This is an optimization exercise on Yosys and OpenROAD, whose aim is small area and few clock cycles per item, not a production implementation.
At most, simulation tests tie the RTL to the original design; equivalence was not proved.
No activity file was given, so power comes from the tool's default toggle rates.

// threshold_outer_boundary_marker
module threshold_outer_boundary_marker (
  input  wire logic clk,
  input  wire logic rst_n,
  input  wire logic                           in_valid,
  output logic                                in_ready,
  input  wire logic [tobm_pkg::CH_W-1:0]      in_red,
  input  wire logic [tobm_pkg::CH_W-1:0]      in_green,
  input  wire logic [tobm_pkg::CH_W-1:0]      in_blue,
  input  wire logic                           in_flush,
  output logic                                out_valid,
  input  wire logic                           out_ready,
  output logic                                out_edge,
  output logic [tobm_pkg::COLUMN_W-1:0]       out_column,
  output logic                                out_frame_end,
  input  wire logic                           cfg_valid,
  output logic                                cfg_ready,
  input  wire logic [tobm_pkg::CFG_IDX_W-1:0]  cfg_index,
  input  wire logic [tobm_pkg::CFG_DATA_W-1:0] cfg_data
);
Size in the first run: roughly 2800 cells after synthesis, roughly 1600 flip-flops, about 39000 sq um of cells after synthesis.
==> module tobm_window, before the edit <==
module tobm_window #(
  parameter int M = 8
) (
  input  wire logic                       clk,
  input  wire logic                       rst_n,
  input  wire logic [tobm_pkg::COL_W-1:0] last_col,    
  input  wire logic                       adv,         
  input  wire logic [2:0]                 x_new,       
  output logic      [2:0]                 head,        
  output logic      [2:0]                 next         
);
  localparam int LAGMAX = M / 2;
  localparam int H      = LAGMAX + 2;
  localparam int LGM    = $clog2(M);
  localparam int LGL    = $clog2(LAGMAX + 1);
  localparam int NSEG = 9;                  
  logic [8:0]      half;                    
  logic            p_small;
  logic [8:0]      sel;                     
  logic            plain;
  logic            shift;
  logic            lagging;
  logic [LGM-1:0]  rot_r;
  logic [LGL-1:0]  lag_r;
  logic [2:0]      x_in;
  logic [2:0]      f0_r;
  logic [2:0]      node [NSEG+1];
  logic [2:0]      sout [NSEG];
  logic [2:0]      h_r [H];
  logic [2:0]      h_d [H];
  logic            h_en [H];
  assign half    = last_col[COL_W-1:1];
  assign p_small = (half < 9'(H));
  assign sel     = half - 9'(H);
  assign plain   = p_small || (sel[8:LGM] == '0);
  assign lagging = !plain && (lag_r != '0);
  assign shift = plain ? adv : ((rot_r == '0) && (lagging || adv));
  assign x_in  = lagging ? h_r[H-1] : x_new;
  always_ff @(posedge clk) begin
    if (!rst_n) begin
      rot_r <= '0;
      lag_r <= '0;
    end else begin
      if (!shift) begin
        rot_r <= rot_r + LGM'(1);
      end
      if (plain) begin
        lag_r <= '0;
      end else if (shift && !adv) begin
        lag_r <= lag_r - LGL'(1);
      end else if (!shift && adv) begin
        lag_r <= lag_r + LGL'(1);
      end
    end
  end
  always_ff @(posedge clk) begin
    if (shift) begin
      f0_r <= x_in;
    end
  end
  assign node[0] = f0_r;
  for (genvar k = 0; k < NSEG; k++) begin : g_seg
    if (k < LGM) begin : g_en
      logic [2:0] e_r [1 << k];
      always_ff @(posedge clk) begin
        if (shift) begin
          e_r[0] <= node[k];
          for (int i = 1; i < (1 << k); i++) begin
            e_r[i] <= e_r[i-1];
          end
        end
      end
      assign sout[k] = e_r[(1 << k) - 1];
    end else begin : g_rot
      tobm_ram #(
        .WIDTH (3),
        .M     (M),
        .NGRP  ((1 << k) / M)
      ) u_seg (
        .clk   (clk),
        .shift (shift),
        .din   (node[k]),
        .dout  (sout[k])
      );
    end
    assign node[k+1] = sel[k] ? sout[k] : node[k];
  end
  always_comb begin
    for (int i = 0; i < H; i++) begin
      h_en[i] = shift;
      if (p_small && (half == 9'(H - 1 - i))) begin
        h_d[i] = x_in;
      end else if (i == 0) begin
        h_d[i] = node[NSEG];
      end else begin
        h_d[i] = h_r[(i > 0) ? i - 1 : 0];
      end
      if (adv && lagging && shift && (i == H - int'(lag_r))) begin
        h_d[i] = x_new;
      end
      if (adv && !shift && !plain && (i == H - 1 - int'(lag_r))) begin
        h_d[i] = x_new;
        h_en[i] = 1'b1;
      end
    end
  end
  always_ff @(posedge clk) begin
    for (int i = 0; i < H; i++) begin
      if (h_en[i]) begin
        h_r[i] <= h_d[i];
      end
    end
  end
  always_comb begin
    head = h_r[H-1];
    next = h_r[H-2];
    for (int k = 1; k <= LAGMAX; k++) begin
      if (lagging && (lag_r == LGL'(k))) begin
        head = h_r[H-1-k];
        next = h_r[H-2-k];
      end
    end
  end
endmodule
clock: 8.0 ns
lec_check: 0
cap_margin: 35
core_margin: 2
core_utilization: 65
cts_buf_list: sky130_fd_sc_hd__clkbuf_8
cts_cluster_diameter: 50
cts_cluster_size: 16
place_density: 0.8
slew_margin: 45
run.sh (not shown) runs the stock make flow with config.mk's settings and CLKGATE_MAP_FILE= SYNTH_SCRIPT=/design/flow/synth_recipe.tcl, a recipe that flattens the netlist after the stock synthesis.
Testbench counts at the start, summed over its fixed seeds: cycles 70,032, pixels 70,024.
==> next run, changes <==
--- a/flow/design.v
+++ b/flow/design.v
@@ -115,21 +115,19 @@
   input  wire logic [2:0]                 x_new,       
   output logic      [2:0]                 head,        
   output logic      [2:0]                 next         
 );
-  localparam int LAGMAX = M / 2;
-  localparam int H      = LAGMAX + 2;
-  localparam int LGM    = $clog2(M);
-  localparam int LGL    = $clog2(LAGMAX + 1);
+  localparam int H    = M + 1;
+  localparam int LGM  = $clog2(M);
   localparam int NSEG = 9;                  
   logic [8:0]      half;                    
   logic            p_small;
   logic [8:0]      sel;                     
   logic            plain;
   logic            shift;
   logic            lagging;
   logic [LGM-1:0]  rot_r;
-  logic [LGL-1:0]  lag_r;
+  logic [LGM-1:0]  lag_r;
   logic [2:0]      x_in;
   logic [2:0]      f0_r;
   logic [2:0]      node [NSEG+1];
   logic [2:0]      sout [NSEG];
@@ -139,9 +137,9 @@
   assign half    = last_col[COL_W-1:1];
   assign p_small = (half < 9'(H));
   assign sel     = half - 9'(H);
   assign plain   = p_small || (sel[8:LGM] == '0);
-  assign lagging = !plain && (lag_r != '0);
+  assign lagging = (lag_r != '0);
   assign shift = plain ? adv : ((rot_r == '0) && (lagging || adv));
   assign x_in  = lagging ? h_r[H-1] : x_new;
   always_ff @(posedge clk) begin
     if (!rst_n) begin
@@ -150,14 +148,12 @@
     end else begin
       if (!shift) begin
         rot_r <= rot_r + LGM'(1);
       end
-      if (plain) begin
-        lag_r <= '0;
-      end else if (shift && !adv) begin
-        lag_r <= lag_r - LGL'(1);
+      if (shift && !adv) begin
+        lag_r <= lag_r - LGM'(1);
       end else if (!shift && adv) begin
-        lag_r <= lag_r + LGL'(1);
+        lag_r <= lag_r + LGM'(1);
       end
     end
   end
   always_ff @(posedge clk) begin
@@ -204,9 +200,9 @@
       end
       if (adv && lagging && shift && (i == H - int'(lag_r))) begin
         h_d[i] = x_new;
       end
-      if (adv && !shift && !plain && (i == H - 1 - int'(lag_r))) begin
+      if (adv && !shift && (i == H - 1 - int'(lag_r))) begin
         h_d[i] = x_new;
         h_en[i] = 1'b1;
       end
     end
@@ -220,10 +216,10 @@
   end
   always_comb begin
     head = h_r[H-1];
     next = h_r[H-2];
-    for (int k = 1; k <= LAGMAX; k++) begin
-      if (lagging && (lag_r == LGL'(k))) begin
+    for (int k = 1; k < M; k++) begin
+      if (lag_r == LGM'(k)) begin
         head = h_r[H-1-k];
         next = h_r[H-2-k];
       end
     end
What happened: Maximum frequency came out lower by 2.4%; worst setup slack loses 0.13 ns; cell area came out higher by 3.4%; combinational power is about the same; clock-buffer cell count came out higher by 5; via count came out lower by 1.9%; critical path depth came out higher by 4; clock power came out higher by about 4%; global-route usage came out higher by 1.3 points; worst hold slack loses 0.018 ns.
Testbench counts after the change, summed over its fixed seeds: cycles 70,032, pixels 70,024.

threshold_outer_boundary_marker again, from the RTL that the note above started with.
clock: 8.0 ns
lec_check: 0
abc_area: 1
cap_margin: 35
core_margin: 2
core_utilization: 65
cts_buf_list: sky130_fd_sc_hd__clkbuf_8
cts_cluster_diameter: 50
cts_cluster_size: 16
place_density: 0.8
slew_margin: 45
standard.sh (not shown) runs the stock make flow with config.mk's settings and CLKGATE_MAP_FILE= SYNTH_SCRIPT=/design/flow/synth_recipe.tcl, a recipe that flattens the netlist after the stock synthesis.
==> flow/flow/run.sh <==
#!/bin/bash
# The standard layout (the standard.sh: ORFS synthesis to finish, same
# settings), except that the port buffers are the smallest buffer cell,
# buf_1, instead of the cell ORFS picks. Every port still gets its buffer.
set -euo pipefail
bash standard.sh 'BUFFER_PORTS_ARGS=-buffer_cell sky130_fd_sc_hd__buf_1' finish > standard.log 2>&1
Testbench counts at the start, summed over its fixed seeds: cycles 70,032, pixels 70,024.
==> next run, changes <==
--- a/flow/design.v
+++ b/flow/design.v
@@ -128,19 +128,18 @@
   logic            shift;
   logic            lagging;
   logic [LGM-1:0]  rot_r;
   logic [LGL-1:0]  lag_r;
   logic [2:0]      x_in;
-  logic [2:0]      f0_r;
   logic [2:0]      node [NSEG+1];
   logic [2:0]      sout [NSEG];
   logic [2:0]      h_r [H];
   logic [2:0]      h_d [H];
   logic            h_en [H];
   assign half    = last_col[COL_W-1:1];
   assign p_small = (half < 9'(H));
-  assign sel     = half - 9'(H);
+  assign sel     = half - 9'(H - 1);
   assign plain   = p_small || (sel[8:LGM] == '0);
   assign lagging = !plain && (lag_r != '0);
   assign shift = plain ? adv : ((rot_r == '0) && (lagging || adv));
   assign x_in  = lagging ? h_r[H-1] : x_new;
   always_ff @(posedge clk) begin
@@ -158,16 +157,11 @@
       end else if (!shift && adv) begin
         lag_r <= lag_r + LGL'(1);
       end
     end
   end
-  always_ff @(posedge clk) begin
-    if (shift) begin
-      f0_r <= x_in;
-    end
-  end
-  assign node[0] = f0_r;
+  assign node[0] = x_in;
   for (genvar k = 0; k < NSEG; k++) begin : g_seg
     if (k < LGM) begin : g_en
       logic [2:0] e_r [1 << k];
       always_ff @(posedge clk) begin
         if (shift) begin
Non-clock buffer count climbs by 1.
Register-to-register slack degrades by 80 ps.
Worst setup slack degrades by 840 ps.
Wire length came out higher by 3.7%.
Final area rises by 0.48%.
First-iteration DRC count decreases by 17%.
Via count is lower by 1.2%.
Cell count is about the same.
Area after synthesis barely changes.
Testbench counts after the change, summed over its fixed seeds: cycles 70,032, pixels 70,024.

## 02-04
The RTL this note starts from:
==> flow/design.v <==
`default_nettype none
package tobm_pkg;
  localparam int MAX_WIDTH  = 1024;
  localparam int COL_W      = $clog2(MAX_WIDTH);
  localparam int IWIDTH_W   = 11;
  localparam int LW         = (COL_W + 1 > IWIDTH_W) ? COL_W + 1 : IWIDTH_W;
  localparam int CH_W       = 8;
  localparam int SUM_W      = 10;
  localparam int THRESH_W   = 10;
  localparam int COLUMN_W   = 10;
  localparam int ROWS_W     = 2;
  localparam int CFG_IDX_W  = 2;
  localparam int CFG_DATA_W = 11;
  localparam logic [THRESH_W-1:0] THRESHOLD_RESET = THRESH_W'(300);
  localparam logic [IWIDTH_W-1:0] WIDTH_RESET     = IWIDTH_W'(650);
  localparam logic [ROWS_W-1:0]   ROWS_FULL       = ROWS_W'(2);
  typedef enum logic [CFG_IDX_W-1:0] {
    REG_SUM_THRESHOLD = CFG_IDX_W'(0),
    REG_IMAGE_WIDTH   = CFG_IDX_W'(1)
  } cfg_reg_t;
  typedef struct packed {
    logic fg;
    logic up;
  } line_bits_t;
  localparam int LINE_BITS_W = 2;   
  typedef struct packed {
    logic [COL_W-1:0] col;
    logic             first_col;
    logic             last_col;
    logic             rows_valid;
    logic             top;
    logic             center;
    logic             upper;
    logic             left;
    logic             right;
  } win_t;
endpackage
`default_nettype wire
`default_nettype none
module tobm_ram #(
  parameter int WIDTH = 3,
  parameter int M     = 4,
  parameter int NGRP  = 1
) (
  input  wire logic             clk,
  input  wire logic             shift,
  input  wire logic             shift_n,    
  input  wire logic [WIDTH-1:0] din,
  output logic      [WIDTH-1:0] dout
);
  logic [WIDTH-1:0] sr [NGRP*M];
  logic [WIDTH-1:0] gin [NGRP];
  for (genvar g = 0; g < NGRP; g++) begin : g_grp
    if (g == 0) begin : g_first
      assign gin[g] = din;
    end else begin : g_next
      assign gin[g] = sr[g*M-1];
    end
    always_ff @(posedge clk) begin
      sr[g*M] <= (gin[g] & {WIDTH{shift}}) | (sr[g*M+M-1] & {WIDTH{shift_n}});
      for (int i = 1; i < M; i++) begin
        sr[g*M+i] <= sr[g*M+i-1];
      end
    end
  end
  assign dout = sr[NGRP*M-1];
endmodule
`default_nettype wire
`default_nettype none
import tobm_pkg::*;
module tobm_cfg_regs (
  input  wire logic                    clk,
  input  wire logic                    rst_n,
  input  wire logic                    cfg_valid,
  output logic                         cfg_ready,
  input  wire logic [tobm_pkg::CFG_IDX_W-1:0]  cfg_index,
  input  wire logic [tobm_pkg::CFG_DATA_W-1:0] cfg_data,
  output logic [tobm_pkg::THRESH_W-1:0] sum_threshold,
  output logic [tobm_pkg::COL_W-1:0]    last_col
);
  logic [THRESH_W-1:0] thr_r;
  logic [COL_W-1:0]    wm1_r;
  logic [COL_W-1:0]    wm1_wr;
  assign cfg_ready = 1'b1;
  always_comb begin
    if (cfg_data == '0) begin
      wm1_wr = '0;
    end else if (cfg_data > CFG_DATA_W'(MAX_WIDTH)) begin
      wm1_wr = COL_W'(MAX_WIDTH - 1);
    end else begin
      wm1_wr = COL_W'(cfg_data - CFG_DATA_W'(1));
    end
  end
  always_ff @(posedge clk) begin
    if (!rst_n) begin
      thr_r <= THRESHOLD_RESET;
      wm1_r <= COL_W'(WIDTH_RESET - IWIDTH_W'(1));
    end else if (cfg_valid) begin
      if (cfg_index == REG_SUM_THRESHOLD) thr_r <= cfg_data[THRESH_W-1:0];
      if (cfg_index == REG_IMAGE_WIDTH)   wm1_r <= wm1_wr;
    end
  end
  assign sum_threshold = thr_r;
  assign last_col      = wm1_r;
endmodule
`default_nettype wire
`default_nettype none
import tobm_pkg::*;
module tobm_window #(
  parameter int M = 8
) (
  input  wire logic                       clk,
  input  wire logic                       rst_n,
  input  wire logic [tobm_pkg::COL_W-1:0] last_col,    
  input  wire logic                       adv,         
  input  wire logic [2:0]                 x_new,       
  output logic      [2:0]                 head,        
  output logic      [2:0]                 next         
);
  localparam int LAGMAX = M / 2;
  localparam int H      = LAGMAX + 2;
  localparam int LGM    = $clog2(M);
  localparam int LGL    = $clog2(LAGMAX + 1);
  localparam int NSEG = 9;                  
  logic [8:0]      half;                    
  logic            p_small;
  logic [8:0]      sel;                     
  logic            plain;
  logic            shift;
  logic            lagging;
  logic [LGM-1:0]  rot_r;
  logic [LGL-1:0]  lag_r;
  logic [2:0]      x_in;
  logic [2:0]      node [NSEG+1];
  logic [2:0]      sout [NSEG];
  logic [2:0]      h_r [H];
  logic [2:0]      h_d [H];
  logic            h_en [H];
  assign half    = last_col[COL_W-1:1];
  assign p_small = (half < 9'(H));
  assign sel     = half - 9'(H - 1);
  assign plain   = p_small || (sel[8:LGM] == '0);
  assign lagging = !plain && (lag_r != '0);
  assign shift = plain ? adv : ((rot_r == '0) && (lagging || adv));
  assign x_in  = lagging ? h_r[H-1] : x_new;
  always_ff @(posedge clk) begin
    if (!rst_n) begin
      rot_r <= '0;
      lag_r <= '0;
    end else begin
      if (!shift) begin
        rot_r <= rot_r + LGM'(1);
      end
      if (plain) begin
        lag_r <= '0;
      end else if (shift && !adv) begin
        lag_r <= lag_r - LGL'(1);
      end else if (!shift && adv) begin
        lag_r <= lag_r + LGL'(1);
      end
    end
  end
  assign node[0] = x_in;
  for (genvar k = 0; k < NSEG; k++) begin : g_seg
    if (k < LGM) begin : g_en
      logic [2:0] e_r [1 << k];
      always_ff @(posedge clk) begin
        if (shift) begin
          e_r[0] <= node[k];
          for (int i = 1; i < (1 << k); i++) begin
            e_r[i] <= e_r[i-1];
          end
        end
      end
      assign sout[k] = e_r[(1 << k) - 1];
    end else begin : g_rot
      tobm_ram #(
        .WIDTH (3),
        .M     (M),
        .NGRP  ((1 << k) / M)
      ) u_seg (
        .clk   (clk),
        .shift (shift),
        .shift_n (!shift),
        .din   (node[k]),
        .dout  (sout[k])
      );
    end
    assign node[k+1] = sel[k] ? sout[k] : node[k];
  end
  always_comb begin
    for (int i = 0; i < H; i++) begin
      h_en[i] = shift;
      if (p_small && (half == 9'(H - 1 - i))) begin
        h_d[i] = x_in;
      end else if (i == 0) begin
        h_d[i] = node[NSEG];
      end else begin
        h_d[i] = h_r[(i > 0) ? i - 1 : 0];
      end
      if (adv && lagging && shift && (i == H - int'(lag_r))) begin
        h_d[i] = x_new;
      end
      if (adv && !shift && !plain && (i == H - 1 - int'(lag_r))) begin
        h_d[i] = x_new;
        h_en[i] = 1'b1;
      end
    end
  end
  always_ff @(posedge clk) begin
    for (int i = 0; i < H; i++) begin
      if (h_en[i]) begin
        h_r[i] <= h_d[i];
      end
    end
  end
  always_comb begin
    head = h_r[H-1];
    next = h_r[H-2];
    for (int k = 1; k <= LAGMAX; k++) begin
      if (lagging && (lag_r == LGL'(k))) begin
        head = h_r[H-1-k];
        next = h_r[H-2-k];
      end
    end
  end
endmodule
`default_nettype wire
`default_nettype none
import tobm_pkg::*;
module threshold_outer_boundary_marker (
  input  wire logic clk,
  input  wire logic rst_n,
  input  wire logic                           in_valid,
  output logic                                in_ready,
  input  wire logic [tobm_pkg::CH_W-1:0]      in_red,
  input  wire logic [tobm_pkg::CH_W-1:0]      in_green,
  input  wire logic [tobm_pkg::CH_W-1:0]      in_blue,
  input  wire logic                           in_flush,
  output logic                                out_valid,
  input  wire logic                           out_ready,
  output logic                                out_edge,
  output logic [tobm_pkg::COLUMN_W-1:0]       out_column,
  output logic                                out_frame_end,
  input  wire logic                           cfg_valid,
  output logic                                cfg_ready,
  input  wire logic [tobm_pkg::CFG_IDX_W-1:0]  cfg_index,
  input  wire logic [tobm_pkg::CFG_DATA_W-1:0] cfg_data
);
  logic [THRESH_W-1:0] sum_threshold;
  logic [COL_W-1:0]    last_col;
  logic [SUM_W-1:0]    sum;
  logic                cur;
  logic                in_acc;
  logic                step;
  logic                produce;
  logic                adv;
  logic                edge_nxt;
  logic [COL_W-1:0]    cnt_r;
  logic [ROWS_W-1:0]   rows_r;
  logic                left_r;
  logic                pend_a_r;
  logic                pend_u_r;
  logic [2:0]          head;
  logic [2:0]          next;
  logic [2:0]          x_in;
  logic                odd;
  logic                cen_a;
  logic                cen_u;
  logic                right_fg;
  logic                new_u;
  logic                ea;
  logic                eu;
  logic                oa;
  logic                ou;
  logic                a0;
  logic                a1;
  logic                u0;
  logic                u1;
  logic                first;
  logic                last;
  logic                top;
  logic                rows_valid;
  logic                out_valid_r;
  logic                out_edge_r;
  tobm_cfg_regs u_cfg_regs (
    .clk           (clk),
    .rst_n         (rst_n),
    .cfg_valid     (cfg_valid),
    .cfg_ready     (cfg_ready),
    .cfg_index     (cfg_index),
    .cfg_data      (cfg_data),
    .sum_threshold (sum_threshold),
    .last_col      (last_col)
  );
  assign first      = (cnt_r == '0);
  assign last       = (cnt_r == last_col);
  assign odd        = cnt_r[0];
  assign rows_valid = (rows_r != '0);
  assign top        = (rows_r == ROWS_W'(1));
  assign in_ready = !out_valid_r || out_ready;
  assign in_acc   = in_valid && in_ready;
  assign step     = in_acc && !(in_flush && !rows_valid);
  assign produce  = step && rows_valid;
  assign adv      = step && (odd || last);
  assign sum = SUM_W'(in_red) + SUM_W'(in_green) + SUM_W'(in_blue);
  assign cur = !in_flush && (sum >= sum_threshold);
  tobm_window u_window (
    .clk      (clk),
    .rst_n    (rst_n),
    .last_col (last_col),
    .adv      (adv),
    .x_new    (x_in),
    .head     (head),
    .next     (next)
  );
  assign a0       = head[2] && head[1];
  assign a1       = head[2] && head[0];
  assign u0       = !head[2] && head[1];
  assign u1       = !head[2] && head[0];
  assign cen_a    = odd ? a1 : a0;
  assign cen_u    = odd ? u1 : u0;
  assign right_fg = odd ? (next[2] && next[1]) : a1;
  assign new_u = rows_valid && cen_a;
  always_comb begin
    if (odd) begin
      ea = pend_a_r;
      eu = pend_u_r;
      oa = cur;
      ou = new_u;
    end else begin
      ea = cur;
      eu = new_u;
      oa = 1'b0;
      ou = 1'b0;
    end
    if (ea || oa) begin
      x_in = {1'b1, ea, oa};
    end else begin
      x_in = {1'b0, eu, ou};
    end
  end
  always_comb begin
    if (cen_a) begin
      edge_nxt = top || in_flush || first || last;
    end else begin
      edge_nxt = cen_u || cur ||
                 (!first && left_r) || (!last && right_fg);
    end
  end
  always_ff @(posedge clk) begin
    if (!rst_n) begin
      cnt_r       <= '0;
      rows_r      <= '0;
      out_valid_r <= 1'b0;
    end else begin
      if (step) begin
        if (last) begin
          cnt_r <= '0;
          if (in_flush) begin
            rows_r <= '0;
          end else if (rows_r != ROWS_FULL) begin
            rows_r <= rows_r + ROWS_W'(1);
          end
        end else begin
          cnt_r <= cnt_r + COL_W'(1);
        end
      end
      if (produce) begin
        out_valid_r <= 1'b1;
      end else if (out_ready) begin
        out_valid_r <= 1'b0;
      end
    end
  end
  always_ff @(posedge clk) begin
    if (step) begin
      left_r   <= cen_a;
      pend_a_r <= cur;
      pend_u_r <= new_u;
    end
    if (produce) begin
      out_edge_r <= edge_nxt;
    end
  end
  assign out_valid     = out_valid_r;
  assign out_edge      = out_edge_r;
  assign out_column    = (cnt_r == '0) ? last_col : cnt_r - COL_W'(1);
  assign out_frame_end = !rows_valid;
endmodule
`default_nettype wire
clock: 8.0 ns
lec_check: 0
cap_margin: 35
core_margin: 2
core_utilization: 65
cts_buf_list: sky130_fd_sc_hd__clkbuf_8
cts_cluster_diameter: 50
cts_cluster_size: 16
place_density: 0.8
slew_margin: 45
synth_hierarchical: 1
synth_minimum_keep_size: 0
Scripts as last shown in full above: flow/flow/run.sh
02-04 did not stop at any stage, and its layout met the timing, design-rule and antenna checks.
### 02-04 -> 11-19
--- a/flow/design.v
+++ b/flow/design.v
@@ -257,5 +257,7 @@
   logic                adv;
   logic                edge_nxt;
-  logic [COL_W-1:0]    cnt_r;
+  logic [COL_W-1:0]    prev_r;      
+  logic                at0_r;       
+  logic [COL_W-1:0]    col;         
   logic [ROWS_W-1:0]   rows_r;
   logic                left_r;
@@ -294,7 +296,8 @@
     .last_col      (last_col)
   );
-  assign first      = (cnt_r == '0);
-  assign last       = (cnt_r == last_col);
-  assign odd        = cnt_r[0];
+  assign col        = at0_r ? '0 : prev_r + COL_W'(1);
+  assign first      = at0_r;
+  assign last       = (col == last_col);
+  assign odd        = col[0];
   assign rows_valid = (rows_r != '0);
   assign top        = (rows_r == ROWS_W'(1));
@@ -351,11 +354,11 @@
   always_ff @(posedge clk) begin
     if (!rst_n) begin
-      cnt_r       <= '0;
+      at0_r       <= 1'b1;
       rows_r      <= '0;
       out_valid_r <= 1'b0;
     end else begin
       if (step) begin
+        at0_r <= last;
         if (last) begin
-          cnt_r <= '0;
           if (in_flush) begin
             rows_r <= '0;
@@ -363,6 +366,4 @@
             rows_r <= rows_r + ROWS_W'(1);
           end
-        end else begin
-          cnt_r <= cnt_r + COL_W'(1);
         end
       end
@@ -376,4 +377,5 @@
   always_ff @(posedge clk) begin
     if (step) begin
+      prev_r   <= col;
       left_r   <= cen_a;
       pend_a_r <= cur;
@@ -386,5 +388,5 @@
   assign out_valid     = out_valid_r;
   assign out_edge      = out_edge_r;
-  assign out_column    = (cnt_r == '0) ? last_col : cnt_r - COL_W'(1);
+  assign out_column    = prev_r;
   assign out_frame_end = !rows_valid;
 endmodule
Findings:
Taking 02-04 as the reference, in 11-19 non-clock buffer contribution to total cell area held, count of non-CTS buffers in the layout went down about 1.6%, combinational cell power went down, utilization now sits at about the same level, number of gates on the worst path with buffers counted has increased. Compared with 02-04, 11-19 shows a lower worst voltage drop across the vdd grid. [compare] base=02-04 new=11-19: switching power of the nets now sits at about the same level; endpoint required time on the critical path now sits at about the same level. Relative to 02-04, the mean instance size in the synthesized netlist of 11-19 is higher by 1.3%. Clock power: 02-04 vs 11-19, no meaningful difference. 11-19 leaves more setup margin than 02-04. Met1 wire length: lower on 11-19. Final worst-path cycle share on 11-19 is down relative to 02-04.
Testbench counts of 11-19, summed over its fixed seeds: cycles 70,032, pixels 70,024.
No functional check of the RTL was part of 02-04.

afterwards: timing with drivers on the ports:
The results above use ideal ports. As a check the final layouts listed here were re-extracted and re-timed, cells and wires unchanged.
Step 1 sets driving cells, clkbuf_16 on the clock port and buf_2 on the other inputs (assumed; they add their load-dependent delay and slew).
Step 2 times the ports against the registers' clock, not the clock port: input delays grow and output delays shrink by t, the midpoint of the rising clock arrivals with the driver on.
a / b / c = ideal / step 1 / step 2; a / b = the first two.
run | t, ns | setup slack, ns | hold slack, ns | worst setup path after step 2
the first run of note 1 | 0.794 | 2.593 / 2.628 / 1.834 | 0.314 / 0.314 / 0.314 | input to register
the second run of note 1 | 0.784 | 2.459 / 2.452 / 1.692 | 0.295 / 0.295 / 0.295 | input to register
the first run of note 2 | 0.784 | 2.410 / 2.447 / 1.663 | 0.303 / 0.303 / 0.303 | input to register
the second run of note 2 | 0.778 | 1.574 / 1.595 / 0.817 | 0.309 / 0.309 / 0.309 | input to register
02-04 | 0.784 | 1.960 / 1.989 / 1.205 | 0.313 / 0.313 / 0.313 | input to register
11-19 | 0.786 | 1.974 / 1.999 / 1.213 | 0.302 / 0.302 / 0.302 | input to register
After both steps setup and hold are still met in every run listed. For the second run of note 1, which loses most, drivers alone change the setup slack by -0.007 ns; drivers and shift together by -0.767 ns.
